Source: an optimization exercise on an open RTL-to-GDS flow (aim: a short achievable clock period and few clock cycles). Production flows keep margins and buffers that such runs may drop.
Function was checked by simulation only, so behaviour that the tests miss may differ from the original.
The clock port is modelled as an ideal driver; clocking choices that lean on that would not hold on a real chip.
No activity file was given, so power comes from the tool's default toggle rates.

`flow/flow/clock_root.tcl`:
```
set results $::env(RESULTS)
read_db $results/4_cts.odb
set blk [ord::get_db_block]
set root [$blk findInst clkbuf_0_clk]
if {$root == "NULL"} { puts "no root buffer clkbuf_0_clk"; exit 1 }
set in_net [[$root findITerm A] getNet]
set out_net [[$root findITerm X] getNet]
set loads {}
foreach it [$out_net getITerms] {
  if {[$it getInst] != $root} { lappend loads $it }
}
if {[llength $loads] > 4 || [llength [$in_net getITerms]] != 1} {
  puts "root buffer drives [llength $loads] pins; left as it is"
  exit 0
}
foreach it $loads {
  puts "moving [[$it getInst] getName]/[[$it getMTerm] getName] to [$in_net getName]"
  $it disconnect
  $it connect $in_net
}
odb::dbInst_destroy $root
odb::dbNet_destroy $out_net
write_db $results/4_cts.odb
puts "root buffer removed"
```
`flow/constraint.sdc`:
```
create_clock -name core_clock -period 8.5 [get_ports {clk}]
set_input_delay 1.7000 -clock core_clock [delete_from_list [all_inputs] [get_ports {clk}]]
set_output_delay 1.7000 -clock core_clock [all_outputs]
set_load 0.01 [all_outputs]
```
`flow/config.mk`:
```
export PLATFORM = sky130hd
export DESIGN_NAME = bilateral_filter
export DESIGN_NICKNAME = bilateral_filter
export VERILOG_FILES = /design/flow/design.v
export SDC_FILE = /design/flow/constraint.sdc
export NUM_CORES = 4
export LEC_CHECK = 0
export CAP_MARGIN = 20
export CORE_MARGIN = 2
export CORE_UTILIZATION = 50
export CTS_CLUSTER_DIAMETER = 100
export CTS_CLUSTER_SIZE = 30
export PLACE_DENSITY = 0.6
export SLEW_MARGIN = 20
```
`flow/design.v`:
```
`default_nettype none
package bilateral_pkg;
    localparam int IMG_SIZE    = 16;
    localparam int RANGE_SHIFT = 5;
    localparam int SR_LEN      = 2 * IMG_SIZE + 2;
    function automatic logic [11:0] range_product(input logic [2:0] idx, input logic [7:0] p,
                                                   input logic [9:0] p3, input logic [10:0] p5);
        case (idx)
            3'd0:    range_product = {p, 4'd0};
            3'd1:    range_product = {p3, 2'd0};
            3'd2:    range_product = {1'b0, p, 3'd0};
            3'd3:    range_product = {1'b0, p5};
            3'd4:    range_product = {2'd0, p3};
            3'd5:    range_product = {3'd0, p, 1'b0};
            default: range_product = {4'd0, p};
        endcase
    endfunction
    function automatic logic [4:0] range_weight(input logic [2:0] idx);
        case (idx)
            3'd0:    range_weight = 5'd16;
            3'd1:    range_weight = 5'd12;
            3'd2:    range_weight = 5'd8;
            3'd3:    range_weight = 5'd5;
            3'd4:    range_weight = 5'd3;
            3'd5:    range_weight = 5'd2;
            default: range_weight = 5'd1;
        endcase
    endfunction
    function automatic logic [6:0] range_diffs(input logic [7:0] p, input logic [7:0] c);
        logic [8:0] d_pc;
        logic [7:0] d_cp;
        d_pc = {1'b0, p} - {1'b0, c};
        d_cp = c - p;
        range_diffs = {d_pc[8], d_pc[7:5], d_cp[7:5]};
    endfunction
    function automatic logic [2:0] range_index(input logic [6:0] diffs);
        if (diffs[6]) begin
            range_index = diffs[2:0];
        end else begin
            range_index = diffs[5:3];
        end
    endfunction
    function automatic logic [31:0] csa_sum(input logic [31:0] a, input logic [31:0] b,
                                            input logic [31:0] c);
        csa_sum = a ^ b ^ c;
    endfunction
    function automatic logic [31:0] csa_carry(input logic [31:0] a, input logic [31:0] b,
                                              input logic [31:0] c);
        csa_carry = ((a & b) | (a & c) | (b & c)) << 1;
    endfunction
endpackage
`default_nettype wire
`timescale 1ns/1ps
`default_nettype none
module window_fetch (
    input  logic        clk,
    input  logic        rst,
    input  logic        in_valid_i,
    input  logic [7:0]  in_data_i,
    output logic [7:0]  in_addr_o,
    output logic [71:0] win_o,
    output logic        win_valid_o,
    output logic [7:0]  win_addr_o,
    output logic        win_last_o
);
    localparam int SR_LEN = bilateral_pkg::SR_LEN;
    logic        rd_active;
    logic [7:0]  rd_addr;
    logic        accept;
    logic [7:0]  sr [SR_LEN];
    logic [7:0]  rd_addr_n;
    logic        cap_valid;
    logic [7:0]  cap_data;
    logic [7:0]  cap_addr;
    assign rd_addr_n = accept ? rd_addr + 1'b1 : rd_addr;
    assign accept    = in_valid_i && rd_active;
    always_ff @(posedge clk or posedge rst) begin
        if (rst) begin
            rd_active <= 1'b1;
            rd_addr   <= '0;
            cap_valid <= 1'b0;
        end else begin
            cap_valid <= accept;
            rd_addr <= rd_addr_n;
            if (accept && rd_addr == 8'hff) begin
                rd_active <= 1'b0;
            end
        end
    end
    always_ff @(posedge clk) begin
        if (rst) begin
            in_addr_o <= '0;
        end else begin
            in_addr_o <= rd_addr_n;
        end
    end
    always_ff @(posedge clk) begin
        cap_data <= in_data_i;
        cap_addr <= rd_addr;
    end
    always_ff @(posedge clk) begin
        if (cap_valid) begin
            sr[0] <= cap_data;
            for (int i = 1; i < SR_LEN; i++) begin
                sr[i] <= sr[i-1];
            end
        end
    end
    assign win_valid_o = cap_valid && (cap_addr[7:4] >= 4'd2) && (cap_addr[3:0] >= 4'd2);
    assign win_addr_o  = cap_addr - 8'h11;
    assign win_last_o  = (cap_addr == 8'hff);
    assign win_o = {sr[33], sr[32], sr[31],
                    sr[17], sr[16], sr[15],
                    sr[1],  sr[0],  cap_data};
endmodule
`default_nettype wire
`timescale 1ns/1ps
`default_nettype none
module tap_weighting (
    input  logic         clk,
    input  logic         rst,
    input  logic [71:0]  win_i,
    input  logic         win_valid_i,
    input  logic [7:0]   win_addr_i,
    input  logic         win_last_i,
    output logic [103:0] prod_o,
    output logic [47:0]  wgt_o,
    output logic [7:0]   centre_o,
    output logic         prod_valid_o,
    output logic [7:0]   prod_addr_o,
    output logic         prod_last_o
);
    logic [7:0]  pix_c  [9];
    logic [7:0]  pix_r  [9];
    logic [6:0]  dif_r  [9];
    logic [2:0]  idx_c  [9];
    logic        s1_valid;
    logic [7:0]  s1_addr;
    logic        s1_last;
    logic [9:0]  p3_c   [9];
    logic [10:0] p5_c   [9];
    logic [11:0] rp_c   [9];
    logic [4:0]  rw_c   [9];
    logic [12:0] prod_c [8];
    logic [5:0]  wgt_c  [8];
    always_comb begin
        for (int i = 0; i < 9; i++) begin
            pix_c[i] = win_i[8*(8-i) +: 8];
        end
    end
    always_ff @(posedge clk or posedge rst) begin
        if (rst) begin
            s1_valid     <= 1'b0;
            prod_valid_o <= 1'b0;
        end else begin
            s1_valid     <= win_valid_i;
            prod_valid_o <= s1_valid;
        end
    end
    always_ff @(posedge clk) begin
        for (int i = 0; i < 9; i++) begin
            pix_r[i] <= pix_c[i];
            dif_r[i] <= bilateral_pkg::range_diffs(pix_c[i], pix_c[4]);
        end
        s1_addr <= win_addr_i;
        s1_last <= win_last_i;
    end
    always_comb begin
        for (int i = 0; i < 9; i++) begin
            idx_c[i] = bilateral_pkg::range_index(dif_r[i]);
            p3_c[i]  = {2'd0, pix_r[i]} + {1'b0, pix_r[i], 1'b0};
            p5_c[i]  = {3'd0, pix_r[i]} + {1'b0, pix_r[i], 2'd0};
            rp_c[i]  = bilateral_pkg::range_product(idx_c[i], pix_r[i], p3_c[i], p5_c[i]);
            rw_c[i]  = bilateral_pkg::range_weight(idx_c[i]);
        end
        for (int j = 0; j < 8; j++) begin
            if (((j < 4) ? j : j + 1) % 2 == 1) begin
                prod_c[j] = {rp_c[(j < 4) ? j : j + 1], 1'b0};
                wgt_c[j]  = {rw_c[(j < 4) ? j : j + 1], 1'b0};
            end else begin
                prod_c[j] = {1'b0, rp_c[(j < 4) ? j : j + 1]};
                wgt_c[j]  = {1'b0, rw_c[(j < 4) ? j : j + 1]};
            end
        end
    end
    always_ff @(posedge clk) begin
        for (int j = 0; j < 8; j++) begin
            prod_o[13*j +: 13] <= prod_c[j];
        end
        for (int j = 0; j < 8; j++) begin
            wgt_o[6*j +: 6] <= wgt_c[j];
        end
        centre_o    <= pix_r[4];
        prod_addr_o <= s1_addr;
        prod_last_o <= s1_last;
    end
endmodule
`default_nettype wire
`timescale 1ns/1ps
`default_nettype none
module weighted_sum (
    input  logic         clk,
    input  logic         rst,
    input  logic [103:0] prod_i,
    input  logic [47:0]  wgt_i,
    input  logic [7:0]   centre_i,
    input  logic         prod_valid_i,
    input  logic [7:0]   prod_addr_i,
    input  logic         prod_last_i,
    output logic [15:0]  num_o,
    output logic [8:0]   den_o,
    output logic [9:0]   den3_o,
    output logic         sums_valid_o,
    output logic [7:0]   sums_addr_o,
    output logic         sums_last_o
);
    logic [31:0] t [9];
    logic [5:0]  w [8];
    logic [15:0] row_r [3];
    logic [7:0]  wq_r  [2];
    logic [2:0]  vld_r;
    logic [7:0]  addr_r [2];
    logic        last_r [2];
    logic [31:0] rs [6];
    logic [31:0] rc [6];
    logic [31:0] ns;
    logic [31:0] nc;
    logic [15:0] ns_r;
    logic [15:0] nc_r;
    logic [8:0]  den_r;
    always_comb begin
        for (int j = 0; j < 4; j++) begin
            t[j]   = 32'(prod_i[13*j +: 13]);
            t[j+5] = 32'(prod_i[13*(j+4) +: 13]);
        end
        t[4] = 32'({centre_i, 6'd0});
        for (int j = 0; j < 8; j++) begin
            w[j] = wgt_i[6*j +: 6];
        end
        for (int g = 0; g < 3; g++) begin
            rs[g] = bilateral_pkg::csa_sum(t[3*g], t[3*g+1], t[3*g+2]);
            rc[g] = bilateral_pkg::csa_carry(t[3*g], t[3*g+1], t[3*g+2]);
        end
        rs[3] = bilateral_pkg::csa_sum(rs[0], rc[0], rs[1]);
        rc[3] = bilateral_pkg::csa_carry(rs[0], rc[0], rs[1]);
        rs[4] = bilateral_pkg::csa_sum(rc[1], rs[2], rc[2]);
        rc[4] = bilateral_pkg::csa_carry(rc[1], rs[2], rc[2]);
        rs[5] = bilateral_pkg::csa_sum(rs[3], rc[3], rs[4]);
        rc[5] = bilateral_pkg::csa_carry(rs[3], rc[3], rs[4]);
        ns = bilateral_pkg::csa_sum(32'(row_r[0]), 32'(row_r[1]), 32'(row_r[2]));
        nc = bilateral_pkg::csa_carry(32'(row_r[0]), 32'(row_r[1]), 32'(row_r[2]));
    end
    always_ff @(posedge clk or posedge rst) begin
        if (rst) begin
            vld_r <= '0;
        end else begin
            vld_r <= {vld_r[1:0], prod_valid_i};
        end
    end
    assign sums_valid_o = vld_r[2];
    always_ff @(posedge clk) begin
        row_r[0] <= rs[5][15:0];
        row_r[1] <= rc[5][15:0];
        row_r[2] <= rc[4][15:0];
        wq_r[0]   <= (8'(w[0]) + 8'(w[1])) + (8'(w[2]) + 8'(w[3]));
        wq_r[1]   <= (8'(w[4]) + 8'(w[5])) + (8'(w[6]) + 8'(w[7]));
        addr_r[0] <= prod_addr_i;
        last_r[0] <= prod_last_i;
        ns_r      <= ns[15:0];
        nc_r      <= nc[15:0];
        den_r     <= 9'd64 + 9'(wq_r[0]) + 9'(wq_r[1]);
        addr_r[1] <= addr_r[0];
        last_r[1] <= last_r[0];
        num_o       <= ns_r + nc_r;
        den_o       <= den_r;
        den3_o      <= {1'b0, den_r} + {den_r, 1'b0};
        sums_addr_o <= addr_r[1];
        sums_last_o <= last_r[1];
    end
endmodule
`default_nettype wire
`timescale 1ns/1ps
`default_nettype none
module weight_divider (
    input  logic         clk,
    input  logic         rst,
    input  logic [15:0]  num_i,
    input  logic [8:0]   den_i,
    input  logic [9:0]   den3_i,
    input  logic         sums_valid_i,
    input  logic [7:0]   sums_addr_i,
    input  logic         sums_last_i,
    output logic         out_valid_o,
    output logic [7:0]   out_addr_o,
    output logic [7:0]   out_data_o,
    output logic         finish_o
);
    localparam int NST = 4;
    logic [NST-1:0][15:0] rem_r;
    logic [NST-1:0][8:0]  den_r;
    logic [NST-1:0][9:0]  den3_r;
    logic [NST-1:0][7:0]  quot_r;
    logic [NST-1:0][7:0]  addr_r;
    logic [NST-1:0]       last_r;
    logic [NST-1:0]       vld_r;
    logic [15:0] rem_in  [NST];
    logic [8:0]  den_in  [NST];
    logic [9:0]  den3_in [NST];
    logic [7:0]  quot_in [NST];
    logic [15:0] rem_n   [NST];
    logic [7:0]  quot_n  [NST];
    logic [15:0] rem_sh;
    logic [9:0]  r;
    logic [10:0] t1;
    logic [10:0] t2;
    logic [10:0] t3;
    logic [9:0]  r_n;
    logic [1:0]  q2;
    logic [15:0] keep_mask;
    logic [15:0] live_mask;
    always_comb begin
        for (int s = 0; s < NST; s++) begin
            if (s == 0) begin
                rem_in[s]  = num_i;
                den_in[s]  = den_i;
                den3_in[s] = den3_i;
                quot_in[s] = '0;
            end else begin
                rem_in[s]  = rem_r[s-1];
                den_in[s]  = den_r[s-1];
                den3_in[s] = den3_r[s-1];
                quot_in[s] = quot_r[s-1];
            end
            rem_sh = rem_in[s] >> (6 - 2*s);
            r  = rem_sh[9:0];
            t1 = {1'b0, r} - {2'd0, den_in[s]};
            t2 = {1'b0, r} - {1'b0, den_in[s], 1'b0};
            t3 = {1'b0, r} - {1'b0, den3_in[s]};
            if (!t3[10]) begin
                q2  = 2'd3;
                r_n = t3[9:0];
            end else if (!t2[10]) begin
                q2  = 2'd2;
                r_n = t2[9:0];
            end else if (!t1[10]) begin
                q2  = 2'd1;
                r_n = t1[9:0];
            end else begin
                q2  = 2'd0;
                r_n = r;
            end
            keep_mask = ~(16'h3ff << (6 - 2*s));
            live_mask = ~(16'hffff << (6 - 2*s + 8));
            rem_n[s]  = ((rem_in[s] & keep_mask) | ({6'd0, r_n} << (6 - 2*s))) & live_mask;
            quot_n[s] = quot_in[s] | ({6'd0, q2} << (6 - 2*s));
        end
    end
    always_ff @(posedge clk or posedge rst) begin
        if (rst) begin
            vld_r <= '0;
        end else begin
            vld_r <= {vld_r[NST-2:0], sums_valid_i};
        end
    end
    always_ff @(posedge clk) begin
        rem_r[0]  <= rem_n[0];
        den_r[0]  <= den_in[0];
        den3_r[0] <= den3_in[0];
        quot_r[0] <= quot_n[0];
        addr_r[0] <= sums_addr_i;
        last_r[0] <= sums_last_i;
        for (int s = 1; s < NST; s++) begin
            rem_r[s]  <= rem_n[s];
            den_r[s]  <= den_in[s];
            den3_r[s] <= den3_in[s];
            quot_r[s] <= quot_n[s];
            addr_r[s] <= addr_r[s-1];
            last_r[s] <= last_r[s-1];
        end
    end
    assign out_addr_o  = addr_r[NST-1];
    assign out_data_o  = quot_r[NST-1];
    logic out_last;
    always_ff @(posedge clk) begin
        out_last <= last_r[NST-2];
        if (rst) begin
            out_valid_o <= 1'b0;
            finish_o    <= 1'b0;
        end else begin
            out_valid_o <= vld_r[NST-2];
            finish_o    <= finish_o || (out_valid_o && out_last);
        end
    end
endmodule
`default_nettype wire
`timescale 1ns/1ps
`default_nettype none
module bilateral_filter (
    input  logic        clk,
    input  logic        rst,
    input  logic        in_valid_i,
    input  logic [7:0]  in_data_i,
    output logic [7:0]  in_addr_o,
    output logic        out_valid_o,
    output logic [7:0]  out_addr_o,
    output logic [7:0]  out_data_o,
    output logic        finish_o
);
    logic [71:0]  win;
    logic         win_valid;
    logic [7:0]   win_addr;
    logic         win_last;
    logic [103:0] prod;
    logic [47:0]  wgt;
    logic [7:0]   centre;
    logic         prod_valid;
    logic [7:0]   prod_addr;
    logic         prod_last;
    logic [15:0]  num;
    logic [8:0]   den;
    logic [9:0]   den3;
    logic         sums_valid;
    logic [7:0]   sums_addr;
    logic         sums_last;
    window_fetch window_fetch_inst (
        .clk         (clk),
        .rst         (rst),
        .in_valid_i  (in_valid_i),
        .in_data_i   (in_data_i),
        .in_addr_o   (in_addr_o),
        .win_o       (win),
        .win_valid_o (win_valid),
        .win_addr_o  (win_addr),
        .win_last_o  (win_last)
    );
    tap_weighting tap_weighting_inst (
        .clk          (clk),
        .rst          (rst),
        .win_i        (win),
        .win_valid_i  (win_valid),
        .win_addr_i   (win_addr),
        .win_last_i   (win_last),
        .prod_o       (prod),
        .wgt_o        (wgt),
        .centre_o     (centre),
        .prod_valid_o (prod_valid),
        .prod_addr_o  (prod_addr),
        .prod_last_o  (prod_last)
    );
    weighted_sum weighted_sum_inst (
        .clk          (clk),
        .rst          (rst),
        .prod_i       (prod),
        .wgt_i        (wgt),
        .centre_i     (centre),
        .prod_valid_i (prod_valid),
        .prod_addr_i  (prod_addr),
        .prod_last_i  (prod_last),
        .num_o        (num),
        .den_o        (den),
        .den3_o       (den3),
        .sums_valid_o (sums_valid),
        .sums_addr_o  (sums_addr),
        .sums_last_o  (sums_last)
    );
    weight_divider weight_divider_inst (
        .clk          (clk),
        .rst          (rst),
        .num_i        (num),
        .den_i        (den),
        .den3_i       (den3),
        .sums_valid_i (sums_valid),
        .sums_addr_i  (sums_addr),
        .sums_last_i  (sums_last),
        .out_valid_o  (out_valid_o),
        .out_addr_o   (out_addr_o),
        .out_data_o   (out_data_o),
        .finish_o     (finish_o)
    );
endmodule
`default_nettype wire
```
`flow/flow/run.sh`:
```
#!/bin/bash
set -euo pipefail
KNOBS=(SETUP_SLACK_MARGIN=6.0 ABC_CLOCK_PERIOD_IN_PS=2000)
bash standard.sh "${KNOBS[@]}" cts > standard_to_cts.log 2>&1
RESULTS="$PWD/orfs/results/$FLOW_PLATFORM/bilateral_filter/base" \
  openroad -no_init -exit flow/clock_root.tcl > clock_root.log 2>&1
bash standard.sh "${KNOBS[@]}" finish > standard_finish.log 2>&1
```
`flow/standard.sh`:
```
#!/bin/bash
# synth_recipe.tcl (not shown) runs the flow's synth.tcl, then flattens the netlist and writes it again
# the make line also repeats each setting of config.mk as NAME=value (left out here)
make -C /OpenROAD-flow-scripts/flow DESIGN_CONFIG=/design/flow/config.mk WORK_HOME=/design/flow/orfs CLKGATE_MAP_FILE= SYNTH_SCRIPT=/design/flow/synth_recipe.tcl "${@:-finish}"
```
==> summary.md, run 1 <==
| Metric | Value |
|---|---|
| Status | `timing/DRC/antenna clean` |
| Die Ht | `292 um` |
| Site Rows | `roughly 110` |
| #FFs+latches synth | `roughly 910` |
| Hold Violations, Final | `0` |
| Initial antenna violation count | `4` |
| Worst-path cell chain | `buf_6` |
| Max incr delay on CP | `0.34 ns` |
| Largest net degree at the start of global routing | `between 150 and 200` |
| CP Launch Type | `register` |
| Per-cell routed wire length | `19.4 um` |
| Hold path endpoint | `weight_divider_inst.addr_r[16]` |
| Leak pwr | `around 0.019 uW` |
| GR Layer Usage met3 | `1.82%` |
| CP max-delay cell | `dfxtp_2` |
| Final GP Congestion | `0.882` |
| Routed vias | `between 20000 and 30000` |
| DPL Wire Length | `68100 um` |
| Mean Syn Cell Area | `11.3 um2` |
| Starting density of the core | `between 50 and 60%` |
| Area grow syn2layout | `8.92%` |
| Clock Skews | `0.0286 ns` |
| Cell area power density | `257 mW/mm2` |
| Fin nets | `between 4000 and 5000` |
| Fin crit period | `roughly 2.6 ns` |
| Tot GR Track Use | `21.6%` |
| RSZ-0062 raised after global routing | `yes` |
| Hold Slack | `roughly 0.33 ns` |
| CTS Buffer Depth | `3` |
| Die width | `roughly 290 um` |
| Post-synth ARST share | `1.99%` |
| Top-count cell post-synth | `dfxtp_1` |
| Post-route ant nets | `0` |
| Worst path bufs/invs | `1` |
| First-pass GRT wire length | `146000 um` |
| Root buffer cell | `clkbuf_16` |
| Finished Cell Area | `0.0451 mm2` |
| Dominant synthesized flop cell | `dfxtp_1` |
| I/O Pins | `37` |
| CTS Hold Bufs | `0` |
| CTS H-tree lvls | `2` |
| Slew @ Worst Pin | `0.912 ns` |
| Num Clock Sinks | `around 910` |
| DRT iter0 DRCs | `2000` |
| Routed WL | `about 93000 um` |
| Grt peak-use layer | `met2` |
| Met2 Usage GRT | `36.2%` |
| Placed inst area | `0.0430 mm2` |
| Hold_sp | `weight_divider_inst.addr_r[8]` |
| Crit-path max FO | `1` |
| Final Max Slew Viols | `0` |
| Die area | `around 0.085 mm2` |
| Max Cap Violations | `0` |
| Yosys top cell area share | `between 20 and 30%` |
| Total CTS buffers | `38` |
| Crit path kind | `reg2out` |
| Layout cell share with drive strength beyond 1 | `~8.7%` |
| Most frequent cells after synthesis | `616 x dfxtp_1, 411 x ha_1, 324 x inv_1` |
| DRC viols | `0` |
| Max_slew headroom | `39.2%` |
| Core ar. | `0.0821 mm2` |
| Clock Latency Late Sink | `between 0.4 and 0.5 ns` |
| Synth cell types | `76` |
| Mapped Cells | `approximately 3700` |
| Post-synth EDFFs | `272` |
| Fmax | `390 MHz` |
| Final period utilization | `30.2%` |
| Worst path arrival time | `0.86 ns` |
| Number of synthesis warnings | `29` |
| Peak VDD IR | `218 uV` |
| Clock tree from TritonCTS | `built` |
| CP Depth | `1` |
| Mapped Nets | `4194` |
| R2R Setup Slk | `6.03 ns` |
| Family with the most delay on the worst path | `flip-flops` |
| Total gr overflow | `0` |
| Netlist Area Pre-Place | `0.0414 mm2` |
| GR Util met1 | `30.6%` |
| Hold/Removal Path Class | `reg2reg` |
| Vias in the first global route | `26187` |
| Post-synth top area cell | `dfxtp_1` |
| WHS Path Cells | `0` |
| Initial DRT Pass Iterations | `6` |
| Setup_tns | `0 ns` |
| DR vias/cell | `5.51` |
| Critical path required time | `6.80 ns` |
| Critical Path End Type | `output port` |
| R2R Path Start | `weight_divider_inst.den3_r[0]` |
| R2r endpoint | `weight_divider_inst.rem_r[20]` |
| Synth area leaders | `dfxtp_1 30%, edfxtp_1 20%, ha_1 12%, fa_1 5.3%, xnor2_1 3.2%` |
| Seq/Total Area, Yosys | `~50%` |
| Clk pin slew, worst setup/hold paths | `~0.11 ns` |
| Antenna diodes | `0` |
| Final count of negative-setup-slack endpoints | `0` |
| Reg2Reg Depth | `10` |
| Port Buffers | `36` |
[area by class of cell]
type                       instances  area (um2)
timing repair inverter             2        10.0
multi-input combinational       2353       19400
tap                             1070        1340
clock buffer                      54        1030
clock inverter                     9         111
timing repair buffer             105         976
fill                            6957       37000
sequential                       906       21100
inverter                         327        1240
[registers in the layout (all words and copies together), names as in the netlist, 13 cells and up]
name                        flops
weight_divider_inst.quot_r     20
tap_weighting_inst.pix_r       72
weighted_sum_inst.row_r        40
weighted_sum_inst.wq_r         16
window_fetch_inst.sr          272
weight_divider_inst.den3_r     30
weighted_sum_inst.nc_r         13
tap_weighting_inst.wgt_o       40
weight_divider_inst.addr_r     32
weight_divider_inst.rem_r      36
weighted_sum_inst.addr_r       16
weighted_sum_inst.num_o        16
tap_weighting_inst.prod_o      96
tap_weighting_inst.dif_r       56
weight_divider_inst.den_r      24
weighted_sum_inst.ns_r         15
[metal layers]
metal | up-vias | share of wire (%)
met5 | - | 0
met4 | 0 | 2.4
met3 | 123 | 3.6
met2 | 578 | 47
met1 | 12850 | 47
li1 | 13044 | -
[cells in the final DEF (no fill, tap or decap), drive strengths merged, types with 51 or more instances in the layout]
master	netlist	layout
dfxtp	616	616
nor2	184	184
o21bai	52	52
mux2i	60	60
o21ai	141	141
nand2b	57	57
xnor2	152	152
nand2	198	198
inv	324	326
clkbuf	59	55
a21o	71	71
nor2b	58	58
buf	19	94
a21oi	261	261
ha	411	411
nor3	50	51
fa	110	110
edfxtp	272	272
xor2	59	59
[worst max-delay path by stage]
stage	start	endpoint	slack (ns)
2_1_floorplan	window_fetch_inst.cap_valid	tap_weighting_inst.s1_valid	5.88
3_3_place_gp	weighted_sum_inst.num_o[6]	weight_divider_inst.rem_r[6]	5.20
3_5_place_dp	weighted_sum_inst.num_o[6]	weight_divider_inst.rem_r[6]	5.24
4_1_cts	weight_divider_inst.quot_r[30]	out_data_o[6]	5.70
5_1_grt	weight_divider_inst.quot_r[24]	out_data_o[0]	5.89
6_report	window_fetch_inst.in_addr_o[1]	in_addr_o[1]	5.94
[where the power goes]
group          switching (uW)  internal (uW)  total, uW
sequential                345           4920       5260
clock                    1300            886       2180
combinational            2120           2050       4170
[cells by family (layout without fill, tap and decap cells)]
kind of cell             count (synthesis)  after routing  share of synthesized area (%)
AND/OR/NAND/NOR                        658            659                           7.41
XOR/XNOR                               211            211                           4.46
adder cells (fa/ha/maj)                521            521                           17.7
flip-flops                             906            906                           50.6
AO/OA/AOI/OAI                          872            873                           13.8
buffers and inverters                  405            497                           3.77
multiplexers                            89             89                           2.26
[stage by stage]
| step | std cells | utilization, % | worst slack [ns] | power [uW] |
|---|---|---|---|---|
| 6_report | 4826 | 55.0 | 5.94 | 11600 |
| 5_1_grt | 4826 | 55.0 | 5.89 | 12400 |
| 4_1_cts | 4791 | 54.0 | 5.70 | 11400 |
| 3_5_place_dp | 4708 | 52.3 | 5.24 | 8990 |
| 3_3_place_gp | 4708 | 52.3 | 5.20 | 8890 |
| 2_1_floorplan | 3662 | - | 5.88 | 8100 |
[timing repair]
| item | 4_1_cts | 5_1_grt |
|---|---|---|
| pin swaps | 9 | 44 |
| gates cloned | 2 | 3 |
| endpoints found under the setup margin | 249 | 300 |
| resized for setup | 165 | 142 |
| buffers inserted | 17 | 33 |
| endpoints found under the hold margin | 0 | 0 |
Testbench counts, summed over its fixed seeds: cycles 6,384.
==> run 2, diff against run 1 <==
--- a/flow/config.mk
+++ b/flow/config.mk
@@ -9,6 +9,6 @@
 export CORE_MARGIN = 2
-export CORE_UTILIZATION = 50
+export CORE_UTILIZATION = 62
 export CTS_CLUSTER_DIAMETER = 100
 export CTS_CLUSTER_SIZE = 30
-export PLACE_DENSITY = 0.6
+export PLACE_DENSITY = 0.7
 export SLEW_MARGIN = 20
==> summary.md, run 2 <==
| Metric | Value |
|---|---|
| Status | `timing/DRC/antenna clean` |
| Max_slew headroom | `29.8%` |
| Clock tree from TritonCTS | `built` |
| Peak VDD IR | `183 uV` |
| Met2 Usage GRT | `42.0%` |
| Seq/Total Area, Yosys | `between 50% and 60%` |
| Critical Path End Type | `output port` |
| Routed WL | `91200 um` |
| Worst path bufs/invs | `1` |
| Site Rows | `between 90 and 100` |
| Mean Syn Cell Area | `11.3 um2` |
| Setup_tns | `0 ns` |
| CP Launch Type | `register` |
| DRT iter0 DRCs | `2035` |
| Core ar. | `~0.066 mm2` |
| Die area | `~0.069 mm2` |
| Total gr overflow | `0` |
| Synth area leaders | `dfxtp_1 30%, edfxtp_1 20%, ha_1 12%, fa_1 5.3%, xnor2_1 3.2%` |
| Yosys top cell area share | `29.8%` |
| Routed vias | `26892` |
| Hold Violations, Final | `0` |
| Final Max Slew Viols | `0` |
| Largest register FFs | `272` |
| Crit path launch | `weight_divider_inst.addr_r[29]` |
| Worst-path cell chain | `buf_2` |
| Post-synth top area cell | `dfxtp_1` |
| Dominant synthesized flop cell | `dfxtp_1` |
| Max Cap Violations | `0` |
| Hold_sp | `weight_divider_inst.addr_r[11]` |
| Final period utilization | `30.1%` |
| Most frequent cells in the layout | `560 x dfxtp_1, 400 x ha_1, 316 x inv_1` |
| Num Clock Sinks | `906` |
| Layout cell share with drive strength beyond 1 | `~8.6%` |
| Fin nets | `4261` |
| Leak pwr | `0.0191 uW` |
| DPL Wire Length | `67000 um` |
| CP max-delay cell | `dfxtp_1` |
| Grt peak-use layer | `met2` |
| CTS H-tree lvls | `2` |
| R2R Path Start | `weight_divider_inst.rem_r[4]` |
| #FFs+latches synth | `906` |
| Final count of negative-setup-slack endpoints | `0` |
| Max incr delay on CP | `0.33 ns` |
| Post-layout util | `between 60% and 70%` |
| Filler cell count in the final layout | `4845` |
| Commonest non-fill, non-tap cell in the layout | `dfxtp_1` |
| Post-Layout Cell Count | `about 4600` |
| Area grow syn2layout | `8.24%` |
| RSZ-0062 raised after global routing | `yes` |
| Post-synth ARST share | `1.99%` |
| Port Buffers | `36` |
| Fmax | `between 300 and 400 MHz` |
| GR Layer Usage met3 | `3.93%` |
| Largest Register | `window_fetch_inst.sr` |
| Crit-path max FO | `1` |
| Clock Skews | `0.0277 ns` |
| Mapped Cells | `around 3700` |
| DR vias/cell | `5.82` |
| I/O Pins | `37` |
| Final GP Congestion | `about 0.9` |
| CTS Buffer Depth | `3` |
| Area of the multi-input gates | `0.0193 mm2` |
| Post-synth EDFFs | `roughly 270` |
| Post-route ant nets | `0` |
| Netlist Area Pre-Place | `0.0414 mm2` |
| Initial DRT Pass Iterations | `6` |
| Number of synthesis warnings | `29` |
| Vias in the first global route | `26348` |
| Hold/Removal Path Class | `reg2reg` |
| Per-cell routed wire length | `19.7 um` |
| Register area | `0.0211 mm2` |
| Die width | `263 um` |
| Largest net degree at the start of global routing | `184` |
| Die Ht | `between 200 and 300 um` |
| Total CTS buffers | `39` |
| Critical path required time | `6.80 ns` |
| Fin crit period | `around 2.6 ns` |
| Biggest regs | `window_fetch_inst.sr x272, tap_weighting_inst.prod_o x96, tap_weighting_inst.pix_r x72` |
| DRC viols | `0` |
| Hold Slack | `between 0.3 and 0.4 ns` |
| Top-count cell post-synth | `dfxtp_1` |
| Crit path kind | `reg2out` |
| Slew @ Worst Pin | `between 1 and 1.5 ns` |
| Starting density of the core | `62.8%` |
| Clk pin slew, worst setup/hold paths | `0.10 ns` |
| GR Util met1 | `36.2%` |
| Initial antenna violation count | `6` |
| Cell area power density | `261 mW/mm2` |
| CTS Hold Bufs | `0` |
| Mapped Nets | `~4200` |
| Tot GR Track Use | `25.9%` |
| Family with the most delay on the worst path | `flip-flops` |
| Clock Latency Late Sink | `0.42 ns` |
| Dpl cells | `4501` |
| Root buffer cell | `clkbuf_16` |
| First-pass GRT wire length | `143000 um` |
| Most frequent cells after synthesis | `616 x dfxtp_1, 411 x ha_1, 324 x inv_1` |
| Worst path arrival time | `0.86 ns` |
| Synth cell types | `76` |
## run 2: cell counts after synthesis
No cell type changed its count.
## run 2: metal layers
layer / vias to the layer above / routed length, um / part of all wire (%)
met4: 0 / 2800 / 3.1
met3: 156 / 5320 / 5.8
met1: 12961 / 41200 / 45
met5: - / 0 / 0
li1: 13004 / - / -
met2: 771 / 41900 / 46
## run 2: per-stage QoR
stage | area [um2] | power (uW) | setup WS, ns
final | 44900 | 11700 | 5.94
after global routing | 44900 | 12500 | 5.89
after floorplan | 41500 | 8100 | 5.88
after CTS | 44200 | 11500 | 5.71
after detailed placement | 42700 | 8980 | 5.37
after global placement | 42700 | 8850 | 5.41
## run 2: layout make-up
| type | count | area share [%] |
|---|---|---|
| clock inverters | 13 | 0.430 |
| inverters | 327 | 2.77 |
| clock buffers | 53 | 2.36 |
| well taps | 864 | 2.41 |
| repair inverters | 1 | 0.0112 |
| diodes | 1 | 0.00558 |
| repair buffers | 102 | 1.99 |
| flip-flops and latches | 906 | 47.0 |
| multi-input cells | 2353 | 43.1 |
## run 2: cells by family after synthesis
family	synth area share (%)
buffers and inverters	3.77
XOR/XNOR	4.46
flip-flops	50.6
multiplexers	2.26
adder cells (fa/ha/maj)	17.7
AND/OR/NAND/NOR	7.41
AO/OA/AOI/OAI	13.8
## run 2: report_power, final
part           switching [uW]  internal [uW]
Sequential                336           4920
Combinational            2140           2040
Clock                    1290            980
Total                    3770           7940
## run 2: repair_timing
action,CTS,global route
resized for setup,152,143
endpoints found under the hold margin,0,0
setup buffers,20,27
cloned,2,3
endpoints found under the setup margin,253,250
pin swaps,7,27
## run 2: final timing paths
check	cells after the start	slack [ns]	endpoint
max	1	5.94	out_addr_o[5]
min	0	0.33	weight_divider_inst.addr_r[19]
max reg2reg	10	6.01	weight_divider_inst.rem_r[25]
min reg2reg	0	0.33	weight_divider_inst.addr_r[19]
max in group asynchronous	2	6.35	window_fetch_inst.cap_valid
min in group asynchronous	2	1.66	window_fetch_inst.rd_addr[6]
==> run 3, diff against run 2 <==
--- a/flow/design.v
+++ b/flow/design.v
@@ -61,5 +61,3 @@
     output logic [71:0] win_o,
-    output logic        win_valid_o,
-    output logic [7:0]  win_addr_o,
-    output logic        win_last_o
+    output logic        win_valid_o
 );
@@ -109,4 +107,2 @@
     assign win_valid_o = cap_valid && (cap_addr[7:4] >= 4'd2) && (cap_addr[3:0] >= 4'd2);
-    assign win_addr_o  = cap_addr - 8'h11;
-    assign win_last_o  = (cap_addr == 8'hff);
     assign win_o = {sr[33], sr[32], sr[31],
@@ -123,4 +119,2 @@
     input  logic         win_valid_i,
-    input  logic [7:0]   win_addr_i,
-    input  logic         win_last_i,
     output logic [103:0] prod_o,
@@ -128,5 +122,3 @@
     output logic [7:0]   centre_o,
-    output logic         prod_valid_o,
-    output logic [7:0]   prod_addr_o,
-    output logic         prod_last_o
+    output logic         prod_valid_o
 );
@@ -137,4 +129,2 @@
     logic        s1_valid;
-    logic [7:0]  s1_addr;
-    logic        s1_last;
     logic [9:0]  p3_c   [9];
@@ -164,4 +154,2 @@
         end
-        s1_addr <= win_addr_i;
-        s1_last <= win_last_i;
     end
@@ -193,4 +181,2 @@
         centre_o    <= pix_r[4];
-        prod_addr_o <= s1_addr;
-        prod_last_o <= s1_last;
     end
@@ -207,4 +193,2 @@
     input  logic         prod_valid_i,
-    input  logic [7:0]   prod_addr_i,
-    input  logic         prod_last_i,
     output logic [15:0]  num_o,
@@ -212,5 +196,3 @@
     output logic [9:0]   den3_o,
-    output logic         sums_valid_o,
-    output logic [7:0]   sums_addr_o,
-    output logic         sums_last_o
+    output logic         sums_valid_o
 );
@@ -221,4 +203,2 @@
     logic [2:0]  vld_r;
-    logic [7:0]  addr_r [2];
-    logic        last_r [2];
     logic [31:0] rs [6];
@@ -266,4 +246,2 @@
         wq_r[1]   <= (8'(w[4]) + 8'(w[5])) + (8'(w[6]) + 8'(w[7]));
-        addr_r[0] <= prod_addr_i;
-        last_r[0] <= prod_last_i;
         ns_r      <= ns[15:0];
@@ -271,4 +249,2 @@
         den_r     <= 9'd64 + 9'(wq_r[0]) + 9'(wq_r[1]);
-        addr_r[1] <= addr_r[0];
-        last_r[1] <= last_r[0];
         num_o       <= ns_r + nc_r;
@@ -276,4 +252,2 @@
         den3_o      <= {1'b0, den_r} + {den_r, 1'b0};
-        sums_addr_o <= addr_r[1];
-        sums_last_o <= last_r[1];
     end
@@ -290,4 +264,2 @@
     input  logic         sums_valid_i,
-    input  logic [7:0]   sums_addr_i,
-    input  logic         sums_last_i,
     output logic         out_valid_o,
@@ -302,4 +274,2 @@
     logic [NST-1:0][7:0]  quot_r;
-    logic [NST-1:0][7:0]  addr_r;
-    logic [NST-1:0]       last_r;
     logic [NST-1:0]       vld_r;
@@ -369,4 +339,2 @@
         quot_r[0] <= quot_n[0];
-        addr_r[0] <= sums_addr_i;
-        last_r[0] <= sums_last_i;
         for (int s = 1; s < NST; s++) begin
@@ -376,11 +344,19 @@
             quot_r[s] <= quot_n[s];
-            addr_r[s] <= addr_r[s-1];
-            last_r[s] <= last_r[s-1];
         end
     end
-    assign out_addr_o  = addr_r[NST-1];
     assign out_data_o  = quot_r[NST-1];
-    logic out_last;
+    logic [7:0] out_pos;
+    always_ff @(posedge clk or posedge rst) begin
+        if (rst) begin
+            out_pos <= 8'h11;
+        end else if (vld_r[NST-2]) begin
+            if (out_pos[3:0] == 4'd14) begin
+                out_pos <= {out_pos[7:4] + 4'd1, 4'd1};
+            end else begin
+                out_pos <= out_pos + 8'd1;
+            end
+        end
+    end
     always_ff @(posedge clk) begin
-        out_last <= last_r[NST-2];
+        out_addr_o <= out_pos;
         if (rst) begin
@@ -390,3 +366,3 @@
             out_valid_o <= vld_r[NST-2];
-            finish_o    <= finish_o || (out_valid_o && out_last);
+            finish_o    <= finish_o || (out_valid_o && out_addr_o == 8'hee);
         end
@@ -410,4 +386,2 @@
     logic         win_valid;
-    logic [7:0]   win_addr;
-    logic         win_last;
     logic [103:0] prod;
@@ -416,4 +390,2 @@
     logic         prod_valid;
-    logic [7:0]   prod_addr;
-    logic         prod_last;
     logic [15:0]  num;
@@ -422,4 +394,2 @@
     logic         sums_valid;
-    logic [7:0]   sums_addr;
-    logic         sums_last;
     window_fetch window_fetch_inst (
@@ -431,5 +401,3 @@
         .win_o       (win),
-        .win_valid_o (win_valid),
-        .win_addr_o  (win_addr),
-        .win_last_o  (win_last)
+        .win_valid_o (win_valid)
     );
@@ -440,4 +408,2 @@
         .win_valid_i  (win_valid),
-        .win_addr_i   (win_addr),
-        .win_last_i   (win_last),
         .prod_o       (prod),
@@ -445,5 +411,3 @@
         .centre_o     (centre),
-        .prod_valid_o (prod_valid),
-        .prod_addr_o  (prod_addr),
-        .prod_last_o  (prod_last)
+        .prod_valid_o (prod_valid)
     );
@@ -456,4 +420,2 @@
         .prod_valid_i (prod_valid),
-        .prod_addr_i  (prod_addr),
-        .prod_last_i  (prod_last),
         .num_o        (num),
@@ -461,5 +423,3 @@
         .den3_o       (den3),
-        .sums_valid_o (sums_valid),
-        .sums_addr_o  (sums_addr),
-        .sums_last_o  (sums_last)
+        .sums_valid_o (sums_valid)
     );
@@ -472,4 +432,2 @@
         .sums_valid_i (sums_valid),
-        .sums_addr_i  (sums_addr),
-        .sums_last_i  (sums_last),
         .out_valid_o  (out_valid_o),
==> summary.md, run 3 <==
| Metric | Value |
|---|---|
| Dpl cells | `4462` |
| Synth area leaders | `dfxtp_1 27%, edfxtp_1 20%, ha_1 13%, fa_1 5.5%, a21oi_1 3.3%` |
| CTS Hold Bufs | `0` |
| Area grow syn2layout | `9.72%` |
| Commonest non-fill, non-tap cell in the layout | `dfxtp_1` |
| Register area | `0.0198 mm2` |
| Top-count cell post-synth | `dfxtp_1` |
| Site Rows | `93` |
| Max incr delay on CP | `0.34 ns` |
| Number of synthesis warnings | `27` |
| Post-synth top area cell | `dfxtp_1` |
| Slew @ Worst Pin | `approximately 1.1 ns` |
| Post-synth ARST share | `around 3.1%` |
| Yosys top cell area share | `27.0%` |
| Mapped Nets | `about 4200` |
| Largest Register | `window_fetch_inst.sr` |
| First-pass GRT wire length | `143000 um` |
| I/O Pins | `37` |
| Met2 Usage GRT | `44.8%` |
| Vias in the first global route | `26672` |
| Cell area power density | `259 mW/mm2` |
| Crit-path max FO | `7` |
| Fmax | `approximately 380 MHz` |
| Post-synth EDFFs | `272` |
| Status | `timing/DRC/antenna clean` |
| Synth cell types | `75` |
| Final GP Congestion | `0.927` |
| GR Util met1 | `37.0%` |
| Root buffer cell | `clkbuf_16` |
| Filler cell count in the final layout | `about 4700` |
| DPL Wire Length | `66200 um` |
| Starting density of the core | `a little over three fifths` |
| Biggest regs | `window_fetch_inst.sr x272, tap_weighting_inst.prod_o x96, tap_weighting_inst.pix_r x72` |
| Layout cell share with drive strength beyond 1 | `10.5%` |
| Crit-path most repeated cell | `mux2i_1` |
| Most frequent cells after synthesis | `541 x dfxtp_1, 409 x ha_1, 316 x inv_1` |
| Crit path kind | `reg2reg` |
| Clock Skews | `0.0260 ns` |
| Port Buffers | `36` |
| Max Cap Violations | `0` |
| Hold Slack | `0.332 ns` |
| Largest register FFs | `272` |
| Fin nets | `4259` |
| Area of the multi-input gates | `roughly 0.02 mm2` |
| Netlist Area Pre-Place | `0.0402 mm2` |
| Die width | `259 um` |
| Tot GR Track Use | `~27%` |
| Max_slew headroom | `~24%` |
| Per-cell routed wire length | `19.7 um` |
| Seq/Total Area, Yosys | `48.9%` |
| Total CTS buffers | `37` |
| Routed vias | `27271` |
| Die Ht | `about 260 um` |
| Routed WL | `91000 um` |
| Die area | `between 0.06 and 0.07 mm2` |
| Hold Violations, Final | `0` |
| Largest net degree at the start of global routing | `179` |
| Final Max Slew Viols | `0` |
| Power, Total | `between 10000 and 15000 uW` |
| Leak pwr | `0.0187 uW` |
| RSZ-0062 raised after global routing | `yes` |
| Initial antenna violation count | `1` |
| CP max-delay cell | `fa_2` |
| Fin crit period | `~2.6 ns` |
| Clock Latency Late Sink | `0.42 ns` |
| Clk pin slew, worst setup/hold paths | `0.10 ns` |
| Core ar. | `0.0642 mm2` |
| Peak VDD IR | `~210 uV` |
| Mean Syn Cell Area | `11.1 um2` |
| #FFs+latches synth | `between 800 and 900` |
| Critical Path End Type | `register` |
| Reg2Reg Depth | `12` |
| Mapped Cells | `3621` |
| CTS H-tree lvls | `2` |
| Worst-path cell chain | `inv_2 -> ha_4 -> inv_4 -> fa_2 -> a211o_1 -> a21o_2 -> o21ba_4 -> o32ai_4 -> buf_12 -> mux2i_1 -> mux2i_1 -> mux2_4` |
| CP Launch Type | `register` |
| Final count of negative-setup-slack endpoints | `0` |
| DRT iter0 DRCs | `2258` |
| Clock tree from TritonCTS | `built` |
| WHS Path Cells | `0` |
| Final period utilization | `between 30 and 40%` |
| Total gr overflow | `0` |
| GR Layer Usage met3 | `2.99%` |
| Grt peak-use layer | `met2` |
| DR vias/cell | `between 5 and 6` |
| Most frequent cells in the layout | `479 x dfxtp_1, 396 x ha_1, 307 x inv_1` |
| Worst path arrival time | `between 2 and 3 ns` |
| DRC viols | `0` |
| Num Clock Sinks | `839` |
| Critical path required time | `8.80 ns` |
| Post-Layout Cell Count | `4612` |
| Setup_tns | `0 ns` |
| Initial DRT Pass Iterations | `6` |
| Hold/Removal Path Class | `reg2reg` |
| Dominant synthesized flop cell | `dfxtp_1` |
| Post-route ant nets | `0` |
| CTS Buffer Depth | `3` |
## run 3: cell count changes in the layout (fill, tap and decap cells not counted), moves of 10 or more
cell | before | now
a211oi_1 | 44 | 60
a221oi_1 | 12 | 24
buf_4 | 56 | 76
buf_6 | 16 | 29
dfxtp_1 | 560 | 479
nand2_1 | 198 | 188
nor2b_1 | 54 | 43
o21a_1 | 46 | 62
o21ai_0 | 125 | 201
o22ai_1 | 33 | 22
o31a_1 | 8 | 21
xnor2_1 | 150 | 105
xor2_1 | 58 | 68
## run 3: cells by family (layout without fill, tap and decap cells)
kind of cell	count (synthesis)	in the layout	synth area share, %
fa+ha+maj	519	519	18.2
buf+inv	380	515	3.58
compound gates	955	955	15.4
simple gates	660	660	7.65
flops	839	839	48.9
mux	87	87	2.28
other cells	0	1	0
xor+xnor	181	181	3.94
## run 3: area by class of cell
type                    instances  area share [%]
repair buffers                132            2.79
diodes                          1         0.00568
well taps                     855            2.43
clock buffers                  52            2.30
flip-flops and latches        839            44.9
inverters                     316            2.74
multi-input cells            2402            44.5
repair inverters                2          0.0227
clock inverters                13           0.397
## run 3: repair_timing
item	CTS	global route
resized for setup	221	121
endpoints found under the setup margin	310	265
gates cloned	1	2
pin swaps	27	39
buffers inserted	39	42
## run 3: path summary, 6_finish.rpt
check,from,to,slack [ns]
setup / recovery,weight_divider_inst.rem_r[4],weight_divider_inst.rem_r[21],5.88
hold / removal,weighted_sum_inst.num_o[4],weight_divider_inst.rem_r[4],0.33
setup reg to reg,weight_divider_inst.rem_r[4],weight_divider_inst.rem_r[21],5.88
hold reg to reg,weighted_sum_inst.num_o[4],weight_divider_inst.rem_r[4],0.33
max in group asynchronous,rst,window_fetch_inst.cap_valid,6.54
min in group asynchronous,rst,window_fetch_inst.rd_addr[5],1.39
## run 3: worst max-delay path: cells and delay by family, from the launching register on
family,cells,cell delay (ns)
flops,1,0.33
buf+inv,3,0.26
fa+ha+maj,2,0.48
compound gates,4,0.89
mux,3,0.54
## run 3: layer usage
layer | part of all wire [%] | vias to the layer above
met5 | 0 | -
li1 | - | 13066
met2 | 47 | 753
met4 | 3.3 | 0
met3 | 4.5 | 160
met1 | 45 | 13292
## run 3: power breakdown
part	switching [uW]	internal, uW
Clock	1230	914
Sequential	342	4590
Combinational	2200	2130
Total	3770	7630
## run 3: stage by stage
step,util (%),worst slack [ns],area (um2)
finish,68.6,5.88,44100
global route,68.6,5.79,44100
CTS,67.4,5.70,43300
detailed placement,64.6,5.16,41500
global placement,64.6,5.24,41500
floorplan,-,5.91,40200
Testbench counts of run 3, summed over its fixed seeds: cycles 6,384.
==> run 4, diff against run 3 <==
--- a/flow/design.v
+++ b/flow/design.v
@@ -308,14 +308,8 @@
             t3 = {1'b0, r} - {1'b0, den3_in[s]};
-            if (!t3[10]) begin
-                q2  = 2'd3;
-                r_n = t3[9:0];
-            end else if (!t2[10]) begin
-                q2  = 2'd2;
-                r_n = t2[9:0];
-            end else if (!t1[10]) begin
-                q2  = 2'd1;
-                r_n = t1[9:0];
+            if (!t2[10]) begin
+                q2  = {1'b1, !t3[10]};
+                r_n = !t3[10] ? t3[9:0] : t2[9:0];
             end else begin
-                q2  = 2'd0;
-                r_n = r;
+                q2  = {1'b0, !t1[10]};
+                r_n = !t1[10] ? t1[9:0] : r;
             end
==> summary.md, run 4 <==
| Metric | Value |
|---|---|
| Leak pwr | `between 0.015 and 0.02 uW` |
| CTS Hold Bufs | `0` |
| Critical Path End Type | `output port` |
| Root buffer cell | `clkbuf_16` |
| Cell area power density | `251 mW/mm2` |
| Die Ht | `around 260 um` |
| #FFs+latches synth | `839` |
| R2R Setup Slk | `6.05 ns` |
| Slew @ Worst Pin | `1.05 ns` |
| Synth area leaders | `dfxtp_1 27%, edfxtp_1 20%, ha_1 13%, fa_1 5.4%, a21oi_1 3.1%` |
| Post-route ant nets | `0` |
| Most frequent cells after synthesis | `541 x dfxtp_1, 409 x ha_1, 300 x inv_1` |
| Largest register FFs | `272` |
| Worst path arrival time | `0.87 ns` |
| Post-Synth Adder-Cell Area | `18.1%` |
| Post-Layout Cell Count | `4604` |
| Layout cell share with drive strength beyond 1 | `9.23%` |
| Register area | `0.0198 mm2` |
| Initial antenna violation count | `1` |
| Crit path launch | `weight_divider_inst.out_valid_o` |
| Vias in the first global route | `about 27000` |
| CTS Buffer Depth | `3` |
| Yosys top cell area share | `26.8%` |
| Worst setup margin | `5.93 ns` |
| Post-synth ARST share | `3.10%` |
| Die area | `around 0.067 mm2` |
| Critical path required time | `6.80 ns` |
| Clock tree from TritonCTS | `built` |
| Setup_tns | `0 ns` |
| XOR/XNOR share of the synthesized area | `slightly below 4%` |
| I/O Pins | `37` |
| Tot GR Track Use | `26.8%` |
| Total gr overflow | `0` |
| Final count of negative-setup-slack endpoints | `0` |
| Fmax | `a little under 400 MHz` |
| Post-layout util | `about two thirds` |
| Fin crit period | `2.57 ns` |
| Final Max Slew Viols | `0` |
| Initial DRT Pass Iterations | `6` |
| Most frequent cells in the layout | `475 x dfxtp_1, 393 x ha_1, 296 x inv_1` |
| Top-count cell post-synth | `dfxtp_1` |
| DRC viols | `0` |
| Filler cell count in the final layout | `4808` |
| Mapped Nets | `4204` |
| R2r endpoint | `tap_weighting_inst.dif_r[7][2]` |
| Biggest regs | `window_fetch_inst.sr x272, tap_weighting_inst.prod_o x96, tap_weighting_inst.pix_r x72` |
| Starting density of the core | `62.7%` |
| Dpl cells | `4500` |
| Family with the most delay on the worst path | `flip-flops` |
| Worst path bufs/invs | `1` |
| Hold/Removal Path Class | `reg2reg` |
| CTS H-tree lvls | `2` |
| Die width | `around 260 um` |
| Clock Latency Late Sink | `~0.4 ns` |
| R2R Path Start | `window_fetch_inst.sr[16][0]` |
| Dominant synthesized flop cell | `dfxtp_1` |
| Post-synth top area cell | `dfxtp_1` |
| DPL Wire Length | `67800 um` |
| CP max-delay cell | `dfxtp_2` |
| Routed vias | `between 20000 and 30000` |
| Max_slew headroom | `27.7%` |
| Synth cell types | `between 80 and 90` |
| Commonest non-fill, non-tap cell in the layout | `dfxtp_1` |
| Seq/Total Area, Yosys | `48.6%` |
| Clk pin slew, worst setup/hold paths | `roughly 0.11 ns` |
| Largest Register | `window_fetch_inst.sr` |
| Worst slack at placement | `roughly 5.4 ns` |
| Routed WL | `92100 um` |
| Mapped Cells | `3674` |
| Number of synthesis warnings | `27` |
| Post-synth EDFFs | `272` |
| CP Launch Type | `register` |
| DRT iter0 DRCs | `1849` |
| Largest family of logic cells by synthesized area | `adder cells` |
| Hold Violations, Final | `0` |
| Max Cap Violations | `0` |
| Final GP Congestion | `0.909` |
| Fin nets | `4257` |
| RSZ-0062 raised after global routing | `yes` |
| Crit-path max FO | `2` |
| Largest net degree at the start of global routing | `roughly 200` |
| DR vias/cell | `approximately 5.9` |
| Peak VDD IR | `209 uV` |
| Netlist Area Pre-Place | `0.0404 mm2` |
| Hold Slack | `0.331 ns` |
| Worst-path cell chain | `buf_6` |
| WHS Path Cells | `0` |
| Per-cell routed wire length | `20.0 um` |
| Status | `timing/DRC/antenna clean` |
| Hold_sp | `weight_divider_inst.quot_r[18]` |
| Mean Syn Cell Area | `11.0 um2` |
| Num Clock Sinks | `839` |
| Core ar. | `0.0645 mm2` |
| Max incr delay on CP | `0.35 ns` |
| Total CTS buffers | `36` |
| Reg2Reg Depth | `7` |
| Antenna diodes | `0` |
| Crit path kind | `reg2out` |
| Area grow syn2layout | `8.05%` |
| Clock Skews | `0.0306 ns` |
| Port Buffers | `36` |
| Area of the multi-input gates | `0.0197 mm2` |
| First-pass GRT wire length | `144000 um` |
| Site Rows | `just over 90` |
| Final period utilization | `30.3%` |
| Compound-Gate Fraction of Synth Area | `15.1%` |
| Post-synthesis simple-gate area fraction | `under 10%` |
| Hold path endpoint | `weight_divider_inst.quot_r[26]` |
| Share of synthesized area spent on multiplexers | `2.41%` |
run 4: logic make-up after synthesis:
logic type                 Yosys count
AOI/OAI and AO/OA                  935
buffers and inverters              385
muxes                               93
xor gates and xnor gates           180
DFF                                839
and+or+nand+nor                    723
adders and majority gates          519
run 4: per-layer routing:
metal	up-vias	wire (um)	global-route usage, %
li1	13153	-	-
met1	13285	39900	35.8
met2	709	45100	46.5
met3	159	4210	2.45
met4	0	2830	8.14
met5	-	0	0
run 4: worst max path at each step:
stage,endpoint,depth (start not counted),slack (ns)
3_3_place_gp,window_fetch_inst.in_addr_o[5],6,5.42
6_report,out_valid_o,1,5.93
2_1_floorplan,window_fetch_inst.in_addr_o[5],6,5.85
4_1_cts,in_addr_o[5],1,5.70
5_1_grt,out_valid_o,1,5.90
3_5_place_dp,window_fetch_inst.in_addr_o[7],7,5.37
run 4: repair_timing:
item | in CTS | in global routing
buffers inserted | 15 | 28
gates resized for setup | 178 | 127
endpoints found under the setup margin | 286 | 137
endpoints found under the hold margin | 0 | 0
gates cloned | 0 | 2
pin swaps | 4 | 24
run 4: cell type report:
cell class / instances / share of cell area [%]
timing repair buffer: 100 / 2.11
multi-input combinational: 2450 / 45.1
inverter: 301 / 2.60
clock buffer: 49 / 2.20
clock inverter: 10 / 0.249
tap: 855 / 2.45
sequential: 839 / 45.3
run 4: power breakdown:
part / internal [uW] / switching, uW / total [uW]
clock network: 829 / 1200 / 2030
registers: 4600 / 330 / 4930
logic: 1920 / 2080 / 4010
run 4: metrics by stage:
stage               instance area (um2)  total power, uW
global route                      43700            11700
floorplan                         40500             7810
global placement                  41700             8600
finish                            43700            11000
CTS                               43000            10900
detailed placement                41700             8740
Testbench counts of run 4, summed over its fixed seeds: cycles 6,384.

==> afterwards: timing with drivers on the ports <==
In the flow no input, the clock included, has a driving cell. The finished layouts below were timed again as built, in two steps.
Step 1 (the two cells are an assumption about what drives the block):
set clk [get_ports {clk}]
set_driving_cell -lib_cell sky130_fd_sc_hd__clkbuf_16 $clk
set_driving_cell -lib_cell sky130_fd_sc_hd__buf_2 [delete_from_list [all_inputs] $clk]
Step 2 moves the port delays by t, midway between the first and last clock arrival at a register: inputs arrive t later, outputs are due t later. That takes back most of the time a late clock gives input paths.
a / b / c = ideal ports / drivers / drivers and shift; a / b = the first two.
run	t, ns	setup WS [ns]	worst hold slack (ns)	pins driven straight from the clock port
run 1	0.540	5.936 / 5.810 / 5.754	0.327 / 0.327 / 0.327	4
run 2	0.530	5.942 / 5.821 / 5.620	0.326 / 0.326 / 0.326	4
run 3	0.530	5.883 / 5.818 / 5.784	0.332 / 0.332 / 0.332	4
run 4	0.522	5.928 / 5.802 / 5.734	0.331 / 0.331 / 0.331	4
After both steps every run listed still meets setup and hold. The setup slack of run 2, which loses most, moves by -0.121 ns with the drivers and by -0.322 ns with both steps.
